Source: an optimization exercise on an open RTL-to-GDS flow (aim: small area and few clock cycles per item). Production flows keep margins and buffers that such runs may drop. The RTL was checked by simulation tests, not by an equivalence proof against the original design. Power is estimated from default activity; no workload was simulated.

<file path="flow/run.sh">
#!/bin/bash
# synth_recipe.tcl (not shown) runs the flow's synth.tcl, then flattens the netlist and writes it again
# the make line also repeats each setting of config.mk as NAME=value (left out here)
make -C /OpenROAD-flow-scripts/flow DESIGN_CONFIG=/design/flow/config.mk WORK_HOME=/design/flow/orfs CLKGATE_MAP_FILE= SYNTH_SCRIPT=/design/flow/synth_recipe.tcl finish
</file>
<file path="flow/config.mk">
export PLATFORM = sky130hd
export DESIGN_NAME = apq_top
export DESIGN_NICKNAME = apq_top
export VERILOG_FILES = /design/flow/design.v
export SDC_FILE = /design/flow/constraint.sdc
export NUM_CORES = 4
export LEC_CHECK = 0
export CAP_MARGIN = 20
export CORE_MARGIN = 2
export CORE_UTILIZATION = 40
export SLEW_MARGIN = 20
</file>
<file path="flow/constraint.sdc">
create_clock -name core_clock -period 4.0 [get_ports {clk}]
set_input_delay 0.8000 -clock core_clock [delete_from_list [all_inputs] [get_ports {clk}]]
set_output_delay 0.8000 -clock core_clock [all_outputs]
set_load 0.01 [all_outputs]
</file>
<file path="flow/design.v">
`default_nettype none
package apq_pkg;
    localparam int APQ_DEPTH     = 16;
    localparam int APQ_PRIO_BITS = 8;
    localparam int APQ_TAG_BITS  = 16;
    localparam logic [1:0] FUNC_INSERT = 2'd0;
    localparam logic [1:0] FUNC_SERVE  = 2'd1;
    localparam logic [1:0] FUNC_AGE    = 2'd2;
    localparam logic [1:0] FUNC_REMOVE = 2'd3;
    localparam logic [1:0] ST_DONE  = 2'd0;
    localparam logic [1:0] ST_FULL  = 2'd1;
    localparam logic [1:0] ST_EMPTY = 2'd2;
    typedef struct packed {
        logic [1:0]  func;
        logic [15:0] entry_tag;
        logic [7:0]  entry_priority;
    } apq_in_t;
    typedef struct packed {
        logic [15:0] served_tag;
        logic [15:0] head_tag;
        logic [7:0]  head_priority;
        logic [4:0]  occupancy;
        logic [1:0]  status;
    } apq_out_t;
    typedef struct packed {
        logic insert;   
        logic shift;    
        logic recirc;   
        logic age;      
    } apq_cell_ctrl_t;
endpackage
`default_nettype wire
`default_nettype none
module apq_cell
#(
    parameter int TAG_BITS  = apq_pkg::APQ_TAG_BITS,
    parameter int PRIO_BITS = apq_pkg::APQ_PRIO_BITS
) (
    input  wire logic                 aclk,
    input  apq_pkg::apq_cell_ctrl_t       ctrl,
    input  wire logic                 occupied,
    input  wire logic                 is_last,
    input  wire logic                 left_ge,
    input  wire logic [TAG_BITS-1:0]  left_tag,
    input  wire logic [PRIO_BITS-1:0] left_prio,
    input  wire logic [TAG_BITS-1:0]  right_tag,
    input  wire logic [PRIO_BITS-1:0] right_prio,
    input  wire logic [TAG_BITS-1:0]  new_tag,
    input  wire logic [PRIO_BITS-1:0] new_prio,
    input  wire logic [TAG_BITS-1:0]  head_tag,
    output logic                      ge,
    output logic [TAG_BITS-1:0]       tag,
    output logic [PRIO_BITS-1:0]      prio,
    output logic [TAG_BITS-1:0]       tag_next,
    output logic [PRIO_BITS-1:0]      prio_next
);
    logic [TAG_BITS-1:0]  tag_reg;
    logic [PRIO_BITS-1:0] prio_reg;
    logic [PRIO_BITS-1:0] right_prio_aged;
    assign ge = occupied && (prio_reg >= new_prio);
    always_comb begin
        if (ctrl.age && (right_prio != '0) && (right_prio != '1)) begin
            right_prio_aged = right_prio + PRIO_BITS'(1);
        end else begin
            right_prio_aged = right_prio;
        end
    end
    always_comb begin
        tag_next  = tag_reg;
        prio_next = prio_reg;
        if (ctrl.insert) begin
            if (ge) begin
                tag_next  = tag_reg;
                prio_next = prio_reg;
            end else if (left_ge) begin
                tag_next  = new_tag;
                prio_next = new_prio;
            end else begin
                tag_next  = left_tag;
                prio_next = left_prio;
            end
        end else if (ctrl.shift) begin
            if (ctrl.recirc && is_last) begin
                tag_next  = head_tag;
                prio_next = '0;
            end else begin
                tag_next  = right_tag;
                prio_next = right_prio_aged;
            end
        end
    end
    always_ff @(posedge aclk) begin
        tag_reg  <= tag_next;
        prio_reg <= prio_next;
    end
    assign tag  = tag_reg;
    assign prio = prio_reg;
endmodule
`default_nettype wire
`default_nettype none
module aging_priority_queue
#(
    parameter int DEPTH     = apq_pkg::APQ_DEPTH,
    parameter int PRIO_BITS = apq_pkg::APQ_PRIO_BITS,
    parameter int TAG_BITS  = apq_pkg::APQ_TAG_BITS
) (
    input  wire logic     aclk,
    input  wire logic     aresetn,
    input  wire logic     s_valid,
    output logic          s_ready,
    input  apq_pkg::apq_in_t  s_data,
    output logic          m_valid,
    input  wire logic     m_ready,
    output apq_pkg::apq_out_t      m_data
);
    localparam int CNT_W = $clog2(DEPTH + 1);
    logic                 accept;
    logic                 full;
    logic                 empty;
    logic [CNT_W-1:0]     count_reg;
    logic [CNT_W-1:0]     count_next;
    apq_pkg::apq_cell_ctrl_t       ctrl;
    logic [TAG_BITS+15:0]  in_tag_ext;
    logic [PRIO_BITS+7:0]  in_prio_ext;
    logic [TAG_BITS-1:0]   new_tag;
    logic [PRIO_BITS-1:0]  new_prio;
    logic [TAG_BITS-1:0]  cell_tag       [DEPTH];
    logic [PRIO_BITS-1:0] cell_prio      [DEPTH];
    logic [TAG_BITS-1:0]  cell_tag_next  [DEPTH];
    logic [PRIO_BITS-1:0] cell_prio_next [DEPTH];
    logic [DEPTH-1:0]     cell_ge;
    logic [TAG_BITS+15:0]  served_ext;
    logic [TAG_BITS+15:0]  head_tag_ext;
    logic [PRIO_BITS+7:0]  head_prio_ext;
    logic [CNT_W+4:0]      count_ext;
    logic [1:0]            status;
    logic                  has_served;
    apq_pkg::apq_out_t              result;
    logic     out_valid_reg;
    apq_pkg::apq_out_t out_data_reg;
    assign s_ready = !out_valid_reg || m_ready;
    assign accept  = s_valid && s_ready;
    assign full    = (count_reg == CNT_W'(DEPTH));
    assign empty   = (count_reg == '0);
    assign in_tag_ext  = {{TAG_BITS{1'b0}}, s_data.entry_tag};
    assign in_prio_ext = {{PRIO_BITS{1'b0}}, s_data.entry_priority};
    assign new_tag     = in_tag_ext[TAG_BITS-1:0];
    assign new_prio    = in_prio_ext[PRIO_BITS-1:0];
    always_comb begin
        ctrl.insert = accept && (s_data.func == apq_pkg::FUNC_INSERT) && !full;
        ctrl.shift  = accept && (s_data.func != apq_pkg::FUNC_INSERT) && !empty;
        ctrl.recirc = (s_data.func == apq_pkg::FUNC_SERVE) || (s_data.func == apq_pkg::FUNC_AGE);
        ctrl.age    = (s_data.func == apq_pkg::FUNC_AGE);
    end
    for (genvar i = 0; i < DEPTH; i++) begin : g_cell
        logic                 left_ge;
        logic [TAG_BITS-1:0]  left_tag;
        logic [PRIO_BITS-1:0] left_prio;
        logic [TAG_BITS-1:0]  right_tag;
        logic [PRIO_BITS-1:0] right_prio;
        if (i == 0) begin : g_first
            assign left_ge   = 1'b1;
            assign left_tag  = new_tag;
            assign left_prio = new_prio;
        end else begin : g_inner
            assign left_ge   = cell_ge[i-1];
            assign left_tag  = cell_tag[i-1];
            assign left_prio = cell_prio[i-1];
        end
        if (i == DEPTH - 1) begin : g_tail
            assign right_tag  = cell_tag[i];
            assign right_prio = cell_prio[i];
        end else begin : g_body
            assign right_tag  = cell_tag[i+1];
            assign right_prio = cell_prio[i+1];
        end
        apq_cell #(
            .TAG_BITS  (TAG_BITS),
            .PRIO_BITS (PRIO_BITS)
        ) u_cell (
            .aclk       (aclk),
            .ctrl       (ctrl),
            .occupied   (CNT_W'(i) < count_reg),
            .is_last    (count_reg == CNT_W'(i + 1)),
            .left_ge    (left_ge),
            .left_tag   (left_tag),
            .left_prio  (left_prio),
            .right_tag  (right_tag),
            .right_prio (right_prio),
            .new_tag    (new_tag),
            .new_prio   (new_prio),
            .head_tag   (cell_tag[0]),
            .ge         (cell_ge[i]),
            .tag        (cell_tag[i]),
            .prio       (cell_prio[i]),
            .tag_next   (cell_tag_next[i]),
            .prio_next  (cell_prio_next[i])
        );
    end
    always_comb begin
        count_next = count_reg;
        if (ctrl.insert) begin
            count_next = count_reg + CNT_W'(1);
        end else if (ctrl.shift && (s_data.func == apq_pkg::FUNC_REMOVE)) begin
            count_next = count_reg - CNT_W'(1);
        end
    end
    always_ff @(posedge aclk) begin
        if (!aresetn) begin
            count_reg <= '0;
        end else begin
            count_reg <= count_next;
        end
    end
    always_comb begin
        if ((s_data.func == apq_pkg::FUNC_INSERT) && full) begin
            status = apq_pkg::ST_FULL;
        end else if ((s_data.func != apq_pkg::FUNC_INSERT) && empty) begin
            status = apq_pkg::ST_EMPTY;
        end else begin
            status = apq_pkg::ST_DONE;
        end
    end
    assign has_served    = ctrl.shift;
    assign served_ext    = {{16{1'b0}}, has_served ? cell_tag[0] : {TAG_BITS{1'b0}}};
    assign head_tag_ext  = {{16{1'b0}},
                            (count_next != '0) ? cell_tag_next[0] : {TAG_BITS{1'b0}}};
    assign head_prio_ext = {{8{1'b0}},
                            (count_next != '0) ? cell_prio_next[0] : {PRIO_BITS{1'b0}}};
    assign count_ext     = {5'b0, count_next};
    always_comb begin
        result.served_tag    = served_ext[15:0];
        result.head_tag      = head_tag_ext[15:0];
        result.head_priority = head_prio_ext[7:0];
        result.occupancy     = count_ext[4:0];
        result.status        = status;
    end
    always_ff @(posedge aclk) begin
        if (!aresetn) begin
            out_valid_reg <= 1'b0;
        end else if (accept) begin
            out_valid_reg <= 1'b1;
        end else if (m_ready) begin
            out_valid_reg <= 1'b0;
        end
    end
    always_ff @(posedge aclk) begin
        if (accept) begin
            out_data_reg <= result;
        end
    end
    assign m_valid = out_valid_reg;
    assign m_data  = out_data_reg;
endmodule
`default_nettype wire
`default_nettype none
module apq_top (
    input  wire logic        clk,
    input  wire logic        rst_n,
    input  wire logic        s_valid,
    output logic             s_ready,
    input  wire logic [25:0] s_data,
    output logic             m_valid,
    input  wire logic        m_ready,
    output logic [46:0]      m_data
);
    apq_pkg::apq_in_t  in_data;
    apq_pkg::apq_out_t out_data;
    assign in_data = s_data;
    assign m_data  = out_data;
    aging_priority_queue u_apq (
        .aclk    (clk),
        .aresetn (rst_n),
        .s_valid (s_valid),
        .s_ready (s_ready),
        .s_data  (in_data),
        .m_valid (m_valid),
        .m_ready (m_ready),
        .m_data  (out_data)
    );
endmodule
`default_nettype wire
</file>
==> summary.md <==
| Metric | Value |
|---|---|
| Antenna Nets Post-Route | 0 |
| Post-synth top cells | 407 x edfxtp_1, 324 x mux2i_1, 202 x nand2_1 |
| Setup Skew | 0.0270 ns |
| Ys Warns | 6 |
| Critical-path top delay cell | nor2_1 |
| Synth-to-Final Area Change | 13.7% |
| Minimum clock period | 3.51 ns |
| Final Total Pwr | 12.8 mW |
| Cells after Synth | 2809 |
| Gp weighted congestion | 0.913 |
| Worst Setup EP | u_apq.g_cell[6].u_cell.tag_reg[3] |
| Highest clock rate | 285 MHz |
| Post-Syn Nets | 3005 |
| Synth Flop Type | edfxtp_1 |
| RR Endpoint | u_apq.g_cell[6].u_cell.tag_reg[3] |
| Sink Count | 437 |
| R2R Path Start | u_apq.count_reg[0] |
| Port Buffers | 78 |
| RSZ-0062 raised after global routing | no |
| DRT Pass-1 Iters | 5 |
| Post-cts gate resize count | 0 |
| Synthesized area per cell | 10.5 sq um |
| Worst Max-Slew Pin Slew | 1.02 ns |
| Post-CTS Setup Bufs | 0 |
| Top cell type's share of synthesized area | 41.6% |
| Status | finished clean |
| Seq/Total Area, Yosys | 43.6% |
| DR vias/cell | 6.27 |
| Die Area | 75700 sq um |
| Cell Rows | 99 |
| TritonCTS clock tree | yes |
| Area of the core | 72800 sq um |
| Max stage delay on crit path | 0.74 ns |
| Max reg flops | 256 |
| Slew HR | 31.5% |
| CTS root buffer | clkbuf_16 |
| Detailed Place HPWL | 67900 microns |
| Synth area leader | edfxtp_1 |
| Final setup viols | 0 |
| First-pass GRT wire length | 144000 microns |
| Final count of pins violating max slew | 0 |
| EDFF count, synth | 407 |
| Most instantiated library cell after synthesis | edfxtp_1 |
| Final wirelength | 96200 microns |
| Final period util | 87.7% |
| Kind of end point of the critical path | flop |
| Starting Density | 40.4% |
| LEAKAGE | 12.5 nW |
| Die Y | 275 microns |
| Mapped cell area | 29400 sq um |
| Cts hold-fix bufs | 0 |
| Pin count of the biggest net entering global routing | 142 |
| CP top delay family | simple AND/OR/NAND/NOR gates |
| H-tree levels | 2 |
| Number of synthesized register bits | 437 |
| Clk buf depth | 3 |
| Worst VDD drop | 0.358 mV |
| Layout cells sized above 1 | 11.5% |
| CP required | 4.38 ns |
| Power per cell area | 383 nW/um^2 |
| Synth top area cells | edfxtp_1 42%, mux2i_1 11%, ha_1 7.1% |
| Die X | 275 microns |
| Initial antenna violation count | 1 |
| Hold Vio Cnt, Final | 0 |
| DR WL/cell | 25.1 microns |
| Worst path depth | 9 |
| Post-synth cell types | 81 |
| Vias in the first global route | 23200 |
| Crit-path cells | inv_1, ha_1, nand4bb_1, nand4_1, buf_12, buf_4, nor2_1, mux2_2, a31oi_1 |
| Reg-to-reg slack, setup | 0.49 ns |
| WP buf/inv | 3 |
| Crit path max fanout | 37 |
| Drc violations | 0 |
| Worst hold path depth | 2 |
| Post-layout util | 45.9% |
| CP Data Arrival Time | 3.88 ns |
| Skew-Pair Late Insertion Delay | 0.63 ns |
| CTS buffer count | 51 |
| Worst setup path startpoint | u_apq.count_reg[0] |
| I/O Pins | 79 |
| Crit Path Class | reg2reg |
| CTS clk-pin slew, worst paths | 0.06 ns |
| Nets | 3028 |
| Grt total ovfl | 0 |
| GR Util All Layers | 24.7% |
| DR vias | 24000 |
| Initial DRC Count | 2772 |
| Asr flop ratio synth | 0% |
| Hold/Removal Path Class | reg2reg |
| FF-to-FF path depth | 9 |
| MaxCap Viol Count | 0 |
| Ant diodes | 0 |
| CP Launch Type | flop |
[per-stage QoR]
stage	TNS [ns]	instances	cell area, sq um	hold WS [ns]	setup slack (ns)
6_report	0	3834	33500	0.568	0.491
5_1_grt	0	3834	33500	0.577	0.394
4_1_cts	0	3834	33500	0.561	0.649
3_5_place_dp	-0.00213	3738	31800	0.553	-0.00213
3_3_place_gp	0	3738	31800	0.531	0.0842
2_1_floorplan	0	2809	29400	0.485	0.0300
[cell usage in the layout (no fill, tap or decap), types with 21 or more instances in the layout]
cell               n
nor2_1           119
clkbuf_16         51
nand2_1          202
mux2_2            64
and2_1            45
xnor2_1           46
dfxtp_1           30
buf_12            21
ha_1             166
a211oi_1          42
a31oi_1           30
nand3_1           67
o22ai_1          101
xor2_1            48
mux2i_1          324
a21oi_1           92
edfxtp_1         407
nor2b_1           45
clkdlybuf4s50_1   77
a221o_1           21
inv_1             62
a221oi_1         115
buf_4            116
nor3_1           126
nand4_1           42
o21ai_0          111
[cells by family (layout without fill, tap and decap cells)]
family	count (synthesis)	count (layout)	share of synthesized area, %
AOI/OAI and AO/OA	653	653	15.5
muxes	388	388	13.5
DFF	437	437	43.6
adders and majority gates	166	166	7.06
buffers and inverters	309	375	4.47
xor gates and xnor gates	96	96	2.86
and+or+nand+nor	760	760	13.0
[tightest hold or removal path, delay by kind of cell, from the launching register on]
family,cells,cell delay [ns]
flops,1,0.35
simple gates,2,0.17
[layout make-up]
| type | instances | area (sq um) |
|---|---|---|
| clock buffers | 66 | 1340 |
| clock inverters | 30 | 330 |
| fillers | 6716 | 39400 |
| inverters | 64 | 244 |
| multi-input cells | 2063 | 15400 |
| flip-flops and latches | 437 | 12800 |
| well taps | 959 | 1200 |
| repair buffers | 215 | 2070 |
[layer usage]
metal / up-vias / part of all wire [%] / track usage, % / wire [microns]
met5: - / 0 / 0 / 0
met4: 0 / 2.8 / 7.82 / 2700
met3: 177 / 8.2 / 3.82 / 7900
met2: 1151 / 44 / 37.8 / 42200
met1: 11800 / 45 / 35.7 / 43400
li1: 10900 / - / - / -
[power breakdown]
group	internal [mW]	total (mW)	switching, mW
sequential	5.45	6.10	0.650
clock	2.71	4.73	2.03
combinational	0.854	1.99	1.13
[worst min-delay path by stage]
stage / end / startpoint
after CTS: u_apq.g_cell[0].u_cell.prio_reg[3] / u_apq.g_cell[0].u_cell.prio_reg[3]
after global placement: u_apq.g_cell[0].u_cell.prio_reg[3] / u_apq.g_cell[0].u_cell.prio_reg[3]
after detailed placement: u_apq.g_cell[0].u_cell.prio_reg[3] / u_apq.g_cell[0].u_cell.prio_reg[3]
after floorplan: u_apq.g_cell[0].u_cell.prio_reg[3] / u_apq.g_cell[0].u_cell.prio_reg[3]
after global routing: u_apq.g_cell[0].u_cell.prio_reg[3] / u_apq.g_cell[0].u_cell.prio_reg[3]
final: u_apq.g_cell[0].u_cell.prio_reg[3] / u_apq.g_cell[0].u_cell.prio_reg[3]
Testbench counts, summed over its fixed seeds: cycles 24,008, items 24,000.

-- re-timing with driven ports --
In the flow no input, the clock included, has a driving cell. The finished layout below was timed again as built, in two steps. Step 1: set_driving_cell puts a clkbuf_16 on clk and a buf_2 on each other input, an assumption about the parent block. Step 2, shift: input delay + t, output delay - t, t = (earliest + latest rising clock arrival at the registers) / 2. This alone moves slack from input paths to output paths. Slacks: no drivers / after step 1 / after step 2; pairs: no drivers / after step 1.
t (ns): 0.680
setup WS [ns]: 0.491 / 0.491 / -0.093
worst hold slack (ns): 0.568 / 0.568 / 0.568
cell pins on the clock port's net: 1
Met with ideal ports but missed after step 2: setup timing in this run. The setup slack of this run moves by 0.000 ns with the drivers and by -0.584 ns with both steps.
